This design comes from an exercise in tuning for small area, a short achievable clock period and few clock cycles per item on the open sky130 flow, not from production work. Where RTL was checked, it was by simulation tests only, not by an equivalence proof against the original. Power is estimated from default activity; no workload was simulated.

==> maple <==
==> flow/design.v <==
`timescale 1ns/10ps
package sme_pkg;
    localparam int STR_LEN = 32;
    localparam int PTN_LEN = 8;
    typedef logic [7:0] char_t;
    localparam char_t CHR_START = 8'h5E;    
    localparam char_t CHR_END   = 8'h24;    
    localparam char_t CHR_ANY   = 8'h2E;    
    localparam char_t CHR_SPACE = 8'h20;
    typedef logic [5:0] str_len_t;
    typedef logic [3:0] ptn_len_t;
    typedef logic [5:0] pos_t;
    typedef struct packed {
        char_t [STR_LEN-1:0] chars;
        str_len_t            len;
    } string_image_t;
    typedef struct packed {
        char_t [PTN_LEN-1:0] chars;
        ptn_len_t            len;
    } pattern_image_t;
    typedef struct packed {
        logic found;
        pos_t offset;
    } scan_result_t;
endpackage
`timescale 1ns/10ps
`timescale 1ns/10ps
`timescale 1ns/10ps
`timescale 1ns/10ps
`timescale 1ns/10ps
`timescale 1ns/10ps
module sme_top (
    input  logic           clk,
    input  logic           rst_n,
    input  sme_pkg::char_t chardata,
    input  logic           isstring,
    input  logic           ispattern,
    output logic           out_valid,
    output logic           match,
    output logic [4:0]     match_index
);
    localparam int NS = 34;    
    logic       isstring_d, ispattern_d;
    logic [4:0] len_q;                       
    sme_pkg::char_t chars_q [0:31];          
    logic [NS-1:0] m_q;                      
    logic [4:0] c_q;                         
    logic           ip_q, is_q;
    sme_pkg::char_t cd_q;
    always_ff @(posedge clk or negedge rst_n) begin
        if (!rst_n) begin
            ip_q <= 1'b0;
            is_q <= 1'b0;
        end else begin
            ip_q <= ispattern;
            is_q <= isstring;
        end
    end
    always_ff @(posedge clk) cd_q <= chardata;
    wire first = ~ispattern_d;
    wire is_dot  = (cd_q == sme_pkg::CHR_ANY);
    wire is_car  = (cd_q == sme_pkg::CHR_START);
    wire is_dol  = (cd_q == sme_pkg::CHR_END);
    wire is_anc  = is_car | is_dol;
    logic [5:0]  len6;
    logic [31:0] valid;         
    assign len6 = {len_q == 5'd0, len_q};
    always_comb begin
        for (int i = 0; i < 32; i++) valid[i] = (len6 >= 6'(32 - i));
    end
    logic [NS-1:0] ok;
    always_comb begin
        ok[0] = valid[0] & first & is_car;
        for (int i = 0; i < 32; i++) begin
            logic eq, sp, st;
            eq = (chars_q[i] == cd_q);
            sp = (chars_q[i] == sme_pkg::CHR_SPACE);
            st = (i == 31) ? 1'b0 : (~valid[i] & valid[i+1]);
            if (valid[i]) ok[i+1] = is_dot | (is_anc ? sp : eq);
            else          ok[i+1] = st & first & is_car;
        end
        ok[NS-1] = is_dol;
    end
    logic [NS-1:0] m_next;
    always_comb begin
        m_next[0] = ok[0];
        for (int s = 1; s < NS; s++) m_next[s] = ok[s] & (first | m_q[s-1]);
    end
    always_ff @(posedge clk or negedge rst_n) begin
        if (!rst_n) begin
            isstring_d  <= 1'b0;
            ispattern_d <= 1'b0;
        end else begin
            isstring_d  <= is_q;
            ispattern_d <= ip_q;
        end
    end
    always_ff @(posedge clk) begin
        if (is_q) begin
            for (int i = 0; i < 31; i++) chars_q[i] <= chars_q[i+1];
            chars_q[31] <= cd_q;
            len_q <= isstring_d ? len_q + 5'd1 : 5'd1;
        end
    end
    always_ff @(posedge clk) begin
        m_q <= m_next;
        c_q <= first ? (len_q - 5'd1 + {4'd0, is_car}) : (c_q - 5'd1);
    end
    logic       found;
    logic [4:0] enc;
    always_comb begin
        found = |m_q;
        enc   = '0;
        for (int s = NS-1; s >= 0; s--) if (m_q[s]) enc = 5'(s);
    end
    wire done = ispattern_d & ~ip_q;
    always_ff @(posedge clk or negedge rst_n) begin
        if (!rst_n) begin
            out_valid   <= 1'b0;
            match       <= 1'b0;
            match_index <= '0;
        end else begin
            out_valid   <= done;
            match       <= done & found;
            match_index <= (done & found) ? enc + c_q : 5'd0;
        end
    end
endmodule
==> flow/run.sh <==
#!/bin/bash
# synth_recipe.tcl (not shown) runs the flow's synth.tcl, then flattens the netlist and writes it again
# the make line also repeats each setting of config.mk as NAME=value (left out here)
make -C /OpenROAD-flow-scripts/flow DESIGN_CONFIG=/design/flow/config.mk WORK_HOME=/design/flow/orfs CLKGATE_MAP_FILE= SYNTH_SCRIPT=/design/flow/synth_recipe.tcl finish
==> flow/config.mk <==
export PLATFORM = sky130hd
export DESIGN_NAME = sme_top
export DESIGN_NICKNAME = sme_top
export VERILOG_FILES = /design/flow/design.v
export SDC_FILE = /design/flow/constraint.sdc
export NUM_CORES = 4
export LEC_CHECK = 0
export ABC_CLOCK_PERIOD_IN_PS = 2500
export CAP_MARGIN = 20
export CORE_MARGIN = 2
export CORE_UTILIZATION = 40
export SETUP_SLACK_MARGIN = 5
export SLEW_MARGIN = 20
==> flow/constraint.sdc <==
create_clock -name core_clock -period 8.0 [get_ports {clk}]
set_input_delay 1.6000 -clock core_clock [delete_from_list [all_inputs] [get_ports {clk}]]
set_output_delay 1.6000 -clock core_clock [all_outputs]
set_load 0.01 [all_outputs]
==> yarrow (differences from maple) <==
==> flow/design.v (replaced) <==
`timescale 1ns/10ps
package sme_pkg;
    localparam int STR_LEN = 32;
    localparam int PTN_LEN = 8;
    typedef logic [7:0] char_t;
    localparam char_t CHR_START = 8'h5E;    
    localparam char_t CHR_END   = 8'h24;    
    localparam char_t CHR_ANY   = 8'h2E;    
    localparam char_t CHR_SPACE = 8'h20;
    typedef logic [5:0] str_len_t;
    typedef logic [3:0] ptn_len_t;
    typedef logic [5:0] pos_t;
    typedef struct packed {
        char_t [STR_LEN-1:0] chars;
        str_len_t            len;
    } string_image_t;
    typedef struct packed {
        char_t [PTN_LEN-1:0] chars;
        ptn_len_t            len;
    } pattern_image_t;
    typedef struct packed {
        logic found;
        pos_t offset;
    } scan_result_t;
endpackage
`timescale 1ns/10ps
`timescale 1ns/10ps
`timescale 1ns/10ps
`timescale 1ns/10ps
`timescale 1ns/10ps
`timescale 1ns/10ps
module sme_top (
    input  logic           clk,
    input  logic           rst_n,
    input  sme_pkg::char_t chardata,
    input  logic           isstring,
    input  logic           ispattern,
    output logic           out_valid,
    output logic           match,
    output logic [4:0]     match_index
);
    localparam int NS = 34;
    logic           ip_q, is_q, dot_q, car_q, dol_q;
    sme_pkg::char_t key_q;
    wire in_car = (chardata == sme_pkg::CHR_START);
    wire in_dol = (chardata == sme_pkg::CHR_END);
    always_ff @(posedge clk or negedge rst_n) begin
        if (!rst_n) begin
            ip_q <= 1'b0;
            is_q <= 1'b0;
        end else begin
            ip_q <= ispattern;
            is_q <= isstring;
        end
    end
    always_ff @(posedge clk) begin
        key_q <= (in_car | in_dol) ? sme_pkg::CHR_SPACE : chardata;
        dot_q <= (chardata == sme_pkg::CHR_ANY);
        car_q <= in_car;
        dol_q <= in_dol;
    end
    logic       is_d;
    logic [4:0] len_q;                       
    sme_pkg::char_t chars_q [0:31];          
    always_ff @(posedge clk or negedge rst_n) begin
        if (!rst_n) is_d <= 1'b0;
        else        is_d <= is_q;
    end
    sme_pkg::char_t raw;
    assign raw = car_q ? sme_pkg::CHR_START : dol_q ? sme_pkg::CHR_END : key_q;
    always_ff @(posedge clk) begin
        if (is_q) begin
            for (int i = 0; i < 31; i++) chars_q[i] <= chars_q[i+1];
            chars_q[31] <= raw;
            len_q <= is_d ? len_q + 5'd1 : 5'd1;
        end
    end
    logic [31:0] valid;         
    logic [31:0] stb;           
    always_comb begin
        for (int i = 0; i < 32; i++) valid[i] = ({len_q == 5'd0, len_q} >= 6'(32 - i));
        for (int i = 0; i < 31; i++) stb[i] = ~valid[i] & valid[i+1];
        stb[31] = 1'b0;
    end
    logic          ip_d;
    logic [NS-1:0] m_q;                      
    logic [4:0]    c_q;                      
    wire first = ~ip_d;
    logic [NS-1:0] m_next;
    always_comb begin
        m_next[0] = valid[0] & first & car_q;
        for (int i = 0; i < 32; i++) begin
            m_next[i+1] = (valid[i] & (first | m_q[i]) & (dot_q | (chars_q[i] == key_q)))
                        | (stb[i] & first & car_q);
        end
        m_next[NS-1] = (first | m_q[NS-2]) & dol_q;
    end
    always_ff @(posedge clk or negedge rst_n) begin
        if (!rst_n) ip_d <= 1'b0;
        else        ip_d <= ip_q;
    end
    always_ff @(posedge clk) begin
        m_q <= m_next;
        c_q <= first ? (len_q - 5'd1 + {4'd0, car_q}) : (c_q - 5'd1);
    end
    logic       found;
    logic [4:0] idx;
    always_comb begin
        logic [2:0] any;
        logic [4:0] gidx [0:2];
        for (int g = 0; g < 3; g++) begin
            logic [3:0] loc;
            logic [4:0] lo;
            loc = '0;
            any[g] = 1'b0;
            for (int b = 15; b >= 0; b--) begin
                if (16*g + b < NS && m_q[16*g + b]) begin
                    loc    = 4'(b);
                    any[g] = 1'b1;
                end
            end
            lo = {1'b0, loc} + {1'b0, c_q[3:0]};
            gidx[g] = {c_q[4] ^ g[0] ^ lo[4], lo[3:0]};
        end
        found = |any;
        idx   = '0;
        for (int g = 2; g >= 0; g--) if (any[g]) idx = gidx[g];
    end
    wire done = ip_d & ~ip_q;
    always_ff @(posedge clk or negedge rst_n) begin
        if (!rst_n) begin
            out_valid   <= 1'b0;
            match       <= 1'b0;
            match_index <= '0;
        end else begin
            out_valid   <= done;
            match       <= done & found;
            match_index <= (done & found) ? idx : 5'd0;
        end
    end
endmodule
==> flow/flow/run.sh (new file) <==
#!/bin/bash
# Standard layout with a tighter setup repair target and stronger port buffers.
set -uo pipefail
bash standard.sh SETUP_SLACK_MARGIN=5.45 \
    "BUFFER_PORTS_ARGS=-buffer_cell sky130_fd_sc_hd__buf_2" \
    finish > standard.log 2>&1
==> flow/standard.sh (new file) <==
#!/bin/bash
# synth_recipe.tcl (not shown) runs the flow's synth.tcl, then flattens the netlist and writes it again
# the make line also repeats each setting of config.mk as NAME=value (left out here)
make -C /OpenROAD-flow-scripts/flow DESIGN_CONFIG=/design/flow/config.mk WORK_HOME=/design/flow/orfs CLKGATE_MAP_FILE= SYNTH_SCRIPT=/design/flow/synth_recipe.tcl "${@:-finish}"
Settings changed: ABC_CLOCK_PERIOD_IN_PS 2500 to unset, CTS_BUF_LIST set to sky130_fd_sc_hd__clkbuf_16, CTS_CLUSTER_DIAMETER set to 120, CTS_CLUSTER_SIZE set to 30, PLACE_DENSITY set to 0.85.
removed: flow/run.sh
==> fjord (differences from maple) <==
--- a/flow/design.v
+++ b/flow/design.v
@@ -40,5 +40,5 @@
     output logic [4:0]     match_index
 );
-    localparam int NS = 34;    
+    localparam int NS = 34;
     logic       isstring_d, ispattern_d;
     logic [4:0] len_q;                       
@@ -46,5 +46,5 @@
     logic [NS-1:0] m_q;                      
     logic [4:0] c_q;                         
-    logic           ip_q, is_q;
+    logic           ip_q, is_q, dot_q, car_q, dol_q;
     sme_pkg::char_t cd_q;
     always_ff @(posedge clk or negedge rst_n) begin
@@ -57,33 +57,39 @@
         end
     end
-    always_ff @(posedge clk) cd_q <= chardata;
+    always_ff @(posedge clk) begin
+        cd_q  <= chardata;
+        dot_q <= (chardata == sme_pkg::CHR_ANY);
+        car_q <= (chardata == sme_pkg::CHR_START);
+        dol_q <= (chardata == sme_pkg::CHR_END);
+    end
     wire first = ~ispattern_d;
-    wire is_dot  = (cd_q == sme_pkg::CHR_ANY);
-    wire is_car  = (cd_q == sme_pkg::CHR_START);
-    wire is_dol  = (cd_q == sme_pkg::CHR_END);
-    wire is_anc  = is_car | is_dol;
-    logic [5:0]  len6;
     logic [31:0] valid;         
-    assign len6 = {len_q == 5'd0, len_q};
+    logic [31:0] sp;            
+    logic [31:0] stb;           
+    logic [NS-1:0] live;        
     always_comb begin
-        for (int i = 0; i < 32; i++) valid[i] = (len6 >= 6'(32 - i));
+        for (int i = 0; i < 32; i++) begin
+            valid[i] = ({len_q == 5'd0, len_q} >= 6'(32 - i));
+            sp[i]    = (chars_q[i] == sme_pkg::CHR_SPACE);
+        end
+        for (int i = 0; i < 31; i++) stb[i] = ~valid[i] & valid[i+1];
+        stb[31] = 1'b0;
+        live[0] = 1'b0;
+        for (int s = 1; s < NS; s++) live[s] = first | m_q[s-1];
     end
-    logic [NS-1:0] ok;
-    always_comb begin
-        ok[0] = valid[0] & first & is_car;
-        for (int i = 0; i < 32; i++) begin
-            logic eq, sp, st;
-            eq = (chars_q[i] == cd_q);
-            sp = (chars_q[i] == sme_pkg::CHR_SPACE);
-            st = (i == 31) ? 1'b0 : (~valid[i] & valid[i+1]);
-            if (valid[i]) ok[i+1] = is_dot | (is_anc ? sp : eq);
-            else          ok[i+1] = st & first & is_car;
-        end
-        ok[NS-1] = is_dol;
-    end
+    wire is_dot = dot_q;
+    wire is_car = car_q;
+    wire is_dol = dol_q;
+    wire is_anc = is_car | is_dol;
     logic [NS-1:0] m_next;
     always_comb begin
-        m_next[0] = ok[0];
-        for (int s = 1; s < NS; s++) m_next[s] = ok[s] & (first | m_q[s-1]);
+        m_next[0] = valid[0] & first & is_car;
+        for (int i = 0; i < 32; i++) begin
+            logic eq;
+            eq = (chars_q[i] == cd_q);
+            m_next[i+1] = (valid[i] & live[i+1] & (is_dot | (is_anc ? sp[i] : eq)))
+                        | (stb[i] & first & is_car);
+        end
+        m_next[NS-1] = live[NS-1] & is_dol;
     end
     always_ff @(posedge clk or negedge rst_n) begin
==> qor summary <==
| item | yarrow | maple | fjord |
|---|---|---|---|
| Share of cell area taken by flip-flops and latches | 59.7% | 51.8% | 50.3% |
| Floorplan die area | 37200 µm² | 39500 µm² | 42000 µm² |
| Endpoint of the most critical register-to-register path | match_index[4]$_DFF_PN0_ | m_q[15]$_DFF_P_ | match_index[4]$_DFF_PN0_ |
| Highest attainable clock frequency | 381 MHz | 337 MHz | 332 MHz |
| Setup crit end | match_index[4] | m_q[15]$_DFF_P_ | match_index[4]$_DFF_PN0_ |
| Part of the total power dissipated in sequential elements | 63.6% | 48.7% | 47.5% |
| Total cell area at the placement stage | 14800 µm² | 15800 µm² | 16700 µm² |
| Cells after Synth | 1056 | 1254 | 1344 |
| Final min period | 2.62 ns | 2.97 ns | 3.01 ns |
| First-pass iteration count of the detailed router | 7 | 6 | 5 |
| GR Util met1 | 20.7% | 30.7% | 32.9% |
| Register bit total from synthesis | 322 | 319 | 322 |
| Clock buffer cells | 15 | 48 | 54 |
| Data arrival, critical path | 1.02 ns | 3.41 ns | 3.42 ns |
| Total Routed Length | 28600 µm | 42600 µm | 50300 µm |
| Antenna violations before repair | 0 | 0 | 3 |
| FFs w/ async S/R, synth | 3.42% | 3.45% | 3.42% |
| Crit path max fanout | 1 | 16 | 2 |
| Layout cell share with drive strength beyond 1 | 7.65% | 11.9% | 10.1% |
| Post CTS Setup Buffer Count | 1 | 4 | 1 |
| Fraction of cell area in non-clock buffers | 1.52% | 3.59% | 2.22% |
| Synth Cell Area | 14300 µm² | 15200 µm² | 16100 µm² |
| Critical-path cell with the highest stage delay | dfrtp_1 | dfxtp_1 | fa_2 |
| First-pass GRT wire length | 45500 µm | 64200 µm | 74600 µm |
| Overall power | 3130 µW | 4110 µW | 4280 µW |
| Run status | no timing/DRC/antenna violations | no timing/DRC/antenna violations | no timing/DRC/antenna violations |
Testbench counts of yarrow, summed over its fixed seeds: cycles 7,731, queries 512.
Function not checked in maple and fjord: the RTL went through the layout flow alone.

==> re-timing with driven ports <==
No port has a modelled driver above. Below, the same layouts with a new extraction and two added sets of constraints. Step 1 sets driving cells, clkbuf_16 on the clock port and buf_2 on the other inputs (assumed; they add their load-dependent delay and slew). Step 2 moves the port delays by t, midway between the first and last clock arrival at a register: inputs arrive t later, outputs are due t later. That takes back most of the time a late clock gives input paths. Slacks: ideal ports / drivers / drivers and shift; pairs: ideal ports / drivers.
run	t, ns	setup WS [ns]	worst slew at a driven data input, ns
maple	0.567	5.034 / 4.989 / 5.034	0.04
yarrow	0.544	5.375 / 5.331 / 5.175	0.03
fjord	0.608	4.985 / 4.985 / 4.809	0.03
After both steps every run listed still meets setup and hold. The setup slack of yarrow, which loses most, moves by -0.044 ns with the drivers and by -0.200 ns with both steps.
